From an optimization exercise on the open Yosys and OpenROAD flow, aimed at small area and a short achievable clock period; shortcuts taken in it are not production practice. In this exercise RTL edits were held to simulation tests only and were not proved equivalent to the original. No activity file was given, so power comes from the tool's default toggle rates.

before:
==> flow/design.v (excerpt) <==
module axis_frame_capture #(
  parameter int unsigned DATA_W = 32,
  parameter int unsigned DEPTH  = 64,
  parameter int unsigned ADDR_W = $clog2(DEPTH)
) (
  input  logic                       s_aclk,
  input  logic                       src_rst,
  input  logic [DATA_W-1:0]          s_axis_tdata,
  input  logic                       s_axis_tvalid,
  output logic                       s_axis_tready,
  input  logic                       s_axis_tlast,
  input  logic                       arm,
  output logic                       busy,
  output logic                       frame_done,
  output logic [ADDR_W:0]            frame_len,
  output logic                       overflow,
  output logic [DATA_W-1:0]          peak_abs,
  output logic [DATA_W+ADDR_W:0]     sum,
  input  logic [ADDR_W-1:0]          rd_addr,
  output logic [DATA_W-1:0]          rd_data
);
  localparam int unsigned SumW = DATA_W + ADDR_W + 1;
  logic                busy_q, done_q;
  logic [ADDR_W:0]     frame_len_q;
  logic [7:0]          wr_hi_q, wr_lo_q;
  ...
clock: 5.0 ns
lec_check: 0
cap_margin: 20
core_margin: 2
core_utilization: 65
cts_buf_list: sky130_fd_sc_hd__clkbuf_16
cts_cluster_diameter: 100
cts_cluster_size: 24
place_density: 0.75
setup_slack_margin: 2.6
slew_margin: 60
synth_hierarchical: 1
synth_minimum_keep_size: 0
standard.sh (not shown) runs the stock make flow with config.mk's settings and CLKGATE_MAP_FILE= SYNTH_SCRIPT=/design/flow/synth_recipe.tcl, a recipe that flattens the netlist after the stock synthesis.
==> flow/flow/run.sh <==
#!/bin/bash
# Standard layout, but ports get a plain buffer instead of the slow default port buffer.
set -euo pipefail
export BUFFER_PORTS_ARGS="-buffer_cell sky130_fd_sc_hd__buf_2"
bash standard.sh > standard.log 2>&1
Input-level comparison between after and before:
==> flow/flow/run.sh <==
#!/bin/bash
# Standard layout in two parts: ports get a plain buffer instead of the slow default port
# buffer; the repair after global routing aims at a smaller setup margin than the earlier
# steps, so it only fixes what routing made worse.
set -euo pipefail
export BUFFER_PORTS_ARGS="-buffer_cell sky130_fd_sc_hd__buf_2"
bash standard.sh cts > standard_cts.log 2>&1
bash standard.sh SETUP_SLACK_MARGIN=2.2 finish > standard_finish.log 2>&1
--- a/flow/config.mk
+++ b/flow/config.mk
@@ -15,3 +15,3 @@
 export SETUP_SLACK_MARGIN = 2.6
-export SLEW_MARGIN = 60
+export SLEW_MARGIN = 45
 export SYNTH_HIERARCHICAL = 1
==> comparison <==
- Both conditions hold for before: the flow ran to the end and the final layout passed the timing, design-rule and antenna checks.
- In summary, after completed successfully, with a layout that passed the timing, design-rule and antenna checks.
- after vs. before: final period demand of the worst path picked up an extra 12 ps; non-clock buffer count in the final layout now sits lower; via count moved down; post-detailed-placement cell area moved down.


Another version of the RTL of axis_frame_capture (not shown whole).
Size: about 5300 cells after synthesis, ~160 I/O pins, about 0.083 sq mm of cells after synthesis.
// axis_frame_capture
module axis_frame_capture #(
  parameter int unsigned DATA_W = 32,
  parameter int unsigned DEPTH  = 64,
  parameter int unsigned ADDR_W = $clog2(DEPTH)
) (
  input  logic                       s_aclk,
  input  logic                       src_rst,
  input  logic [DATA_W-1:0]          s_axis_tdata,
  input  logic                       s_axis_tvalid,
  output logic                       s_axis_tready,
  input  logic                       s_axis_tlast,
  input  logic                       arm,
  output logic                       busy,
  output logic                       frame_done,
  output logic [ADDR_W:0]            frame_len,
  output logic                       overflow,
  output logic [DATA_W-1:0]          peak_abs,
  output logic [DATA_W+ADDR_W:0]     sum,
  input  logic [ADDR_W-1:0]          rd_addr,
  output logic [DATA_W-1:0]          rd_data
);
export LEC_CHECK = 0
export CAP_MARGIN = 20
export CORE_MARGIN = 2
export CORE_UTILIZATION = 65
export CTS_BUF_LIST = sky130_fd_sc_hd__clkbuf_16
export CTS_CLUSTER_DIAMETER = 100
export CTS_CLUSTER_SIZE = 24
export PLACE_DENSITY = 0.75
export SETUP_SLACK_MARGIN = 2.6
export SLEW_MARGIN = 45
export SYNTH_HIERARCHICAL = 1
export SYNTH_MINIMUM_KEEP_SIZE = 0
create_clock -name core_clock -period 5.0 [get_ports {s_aclk}]
==> flow/flow/run.sh <==
#!/bin/bash
# Standard layout in two parts: ports get a plain buffer instead of the slow default port
# buffer; the repair after global routing aims at a smaller setup margin than the earlier
# steps, so it only fixes what routing made worse.
set -euo pipefail
export BUFFER_PORTS_ARGS="-buffer_cell sky130_fd_sc_hd__buf_2"
bash standard.sh cts > standard_cts.log 2>&1
bash standard.sh SETUP_SLACK_MARGIN=2.5 finish > standard_finish.log 2>&1
The baseline passed the timing, design-rule and antenna checks.
Rerun with:
--- a/flow/flow/run.sh
+++ b/flow/flow/run.sh
@@ -7,2 +7,2 @@
 bash standard.sh cts > standard_cts.log 2>&1
-bash standard.sh SETUP_SLACK_MARGIN=2.5 finish > standard_finish.log 2>&1
+bash standard.sh SETUP_SLACK_MARGIN=2.6 finish > standard_finish.log 2>&1
Settings changed: SETUP_SLACK_MARGIN 2.6 to 2.65, SLEW_MARGIN 45 to 60.
Sequential share of layout area shrinks by 1.0 points.
Clock skew climbs by 0.021 ns.
Area after synthesis is unchanged.
Worst hold slack gets worse by 0.017 ns.
Setup slack gets better by 0.057 ns.
Total power hardly moves.
Non-clock buffer count came out higher by 61.
Design area climbs slightly.
Wire length went up slightly.
Rerun with:
--- a/flow/flow/run.sh
+++ b/flow/flow/run.sh
@@ -7,2 +7,2 @@
 bash standard.sh cts > standard_cts.log 2>&1
-bash standard.sh SETUP_SLACK_MARGIN=2.6 finish > standard_finish.log 2>&1
+bash standard.sh SETUP_SLACK_MARGIN=2.55 finish > standard_finish.log 2>&1
=> Final area fell by about 0.6%; setup slack got worse by 0.025 ns; non-clock buffer count is lower by 29; wire length fell by 0.63%; sequential cell count stays the same.
Rerun with:
--- a/flow/flow/run.sh
+++ b/flow/flow/run.sh
@@ -7,2 +7,2 @@
 bash standard.sh cts > standard_cts.log 2>&1
-bash standard.sh SETUP_SLACK_MARGIN=2.55 finish > standard_finish.log 2>&1
+bash standard.sh SETUP_SLACK_MARGIN=2.6 finish > standard_finish.log 2>&1
Settings changed: SETUP_SLACK_MARGIN 2.65 to 2.7.
Effect:
- The new run passed the timing, design-rule and antenna checks
- critical path depth decreases by 1
- die area stays the same
- routed wire length goes up by 2.1%
- area after synthesis does not change
- global-route usage goes up by 0.64 points
- power climbs by 0.32%
- clock power came out higher by about 0.4%
- core utilization is higher by 0.44 points


## main
axis_frame_capture again, from the RTL that the note above started with.
Design axis_frame_capture, start of the top module:
module axis_frame_capture #(
  parameter int unsigned DATA_W = 32,
  parameter int unsigned DEPTH  = 64,
  parameter int unsigned ADDR_W = $clog2(DEPTH)
) (
  input  logic                       s_aclk,
  input  logic                       src_rst,
  input  logic [DATA_W-1:0]          s_axis_tdata,
  input  logic                       s_axis_tvalid,
  output logic                       s_axis_tready,
  input  logic                       s_axis_tlast,
  input  logic                       arm,
  output logic                       busy,
  output logic                       frame_done,
  output logic [ADDR_W:0]            frame_len,
  output logic                       overflow,
  output logic [DATA_W-1:0]          peak_abs,
  output logic [DATA_W+ADDR_W:0]     sum,
  input  logic [ADDR_W-1:0]          rd_addr,
  output logic [DATA_W-1:0]          rd_data
);
export LEC_CHECK = 0
export CAP_MARGIN = 20
export CORE_MARGIN = 2
export CORE_UTILIZATION = 65
export CTS_BUF_LIST = sky130_fd_sc_hd__clkbuf_16
export CTS_CLUSTER_DIAMETER = 100
export CTS_CLUSTER_SIZE = 24
export PLACE_DENSITY = 0.75
export SETUP_SLACK_MARGIN = 2.65
export SLEW_MARGIN = 50
export SYNTH_HIERARCHICAL = 1
export SYNTH_MINIMUM_KEEP_SIZE = 0
create_clock -name core_clock -period 5.0 [get_ports {s_aclk}]
==> flow/flow/run.sh <==
#!/bin/bash
# Standard layout in two parts: ports get a plain buffer instead of the slow default port
# buffer; the repair after global routing aims at a smaller setup margin than the earlier
# steps, so it only fixes what routing made worse.
set -euo pipefail
export BUFFER_PORTS_ARGS="-buffer_cell sky130_fd_sc_hd__buf_2"
bash standard.sh cts > standard_cts.log 2>&1
bash standard.sh SETUP_SLACK_MARGIN=2.55 finish > standard_finish.log 2>&1
main finished end to end and its layout was clean on timing, DRC and antenna.
Input changes introduced in the feature branch (baseline for comparison: main):
-- flow/flow/run.sh --
<<< main, line 6
export BUFFER_PORTS_ARGS="-buffer_cell sky130_fd_sc_hd__buf_2"
bash standard.sh cts > standard_cts.log 2>&1
bash standard.sh SETUP_SLACK_MARGIN=2.55 finish > standard_finish.log 2>&1
>>> the feature branch, line 6
export BUFFER_PORTS_ARGS="-buffer_cell sky130_fd_sc_hd__buf_2"
bash standard.sh cts > standard_cts.log 2>&1
bash standard.sh SETUP_SLACK_MARGIN=2.5 finish > standard_finish.log 2>&1
-- flow/config.mk --
<<< main, line 13
export CTS_CLUSTER_SIZE = 24
export PLACE_DENSITY = 0.75
export SETUP_SLACK_MARGIN = 2.65
export SLEW_MARGIN = 50
export SYNTH_HIERARCHICAL = 1
export SYNTH_MINIMUM_KEEP_SIZE = 0
>>> the feature branch, line 13
export CTS_CLUSTER_SIZE = 24
export PLACE_DENSITY = 0.75
export SETUP_SLACK_MARGIN = 2.6
export SLEW_MARGIN = 60
export SYNTH_HIERARCHICAL = 1
export SYNTH_MINIMUM_KEEP_SIZE = 0
### Flow results
- On number of cells after detailed placement, main and the feature branch are neck and neck.
- main -> the feature branch: internal power flat
- Cmp main and the feature branch / overall routing resource usage / higher: main
- Looking at main and the feature branch, the fmax is a wash.
- main → the feature branch: post-layout instance count excluding filler cells essentially unchanged, clock power has remained practically unchanged.
- The end point of the critical path comes out rd_data_q[6] in one run and rd_data_q[4] in the other, namely in main and the feature branch respectively.

re-timing with driven ports:
In the flow no input, the clock included, has a driving cell. The finished layouts below were timed again as built, in two steps.
Step 1 sets driving cells, clkbuf_16 on the clock port and buf_2 on the other inputs (assumed; they add their load-dependent delay and slew).
Step 2 adds t to the input delays and takes it off the output delays; t is the mean of the earliest and latest rising clock arrival at the registers after step 1. Input paths then give back, and output paths get back, about the clock's delay inside the block.
a / b / c = ideal ports / drivers / drivers and shift; a / b = the first two.
run | t, ns | setup slack, ns | clock arrival spread, ns | worst slew at a driven data input, ns
before | 0.830 | 2.406 / 2.327 / 1.497 | 0.074 / 0.074 | 0.42
after | 0.839 | 2.394 / 2.341 / 1.501 | 0.048 / 0.049 | 0.37
the first run of note 2 | 0.822 | 2.466 / 2.378 / 1.556 | 0.025 / 0.024 | 0.37
the second run of note 2 | 0.844 | 2.523 / 2.361 / 1.517 | 0.046 / 0.046 | 0.43
the third run of note 2 | 0.839 | 2.498 / 2.333 / 1.494 | 0.043 / 0.043 | 0.41
the fourth run of note 2 | 0.836 | 2.498 / 2.512 / 1.676 | 0.064 / 0.064 | 0.30
main | 0.821 | 2.484 / 2.372 / 1.551 | 0.050 / 0.050 | 0.39
the feature branch | 0.840 | 2.486 / 2.470 / 1.630 | 0.047 / 0.048 | 0.33
After both steps setup and hold are still met in every run listed. The setup slack of the second run of note 2, which loses most, moves by -0.162 ns with the drivers and by -1.006 ns with both steps.
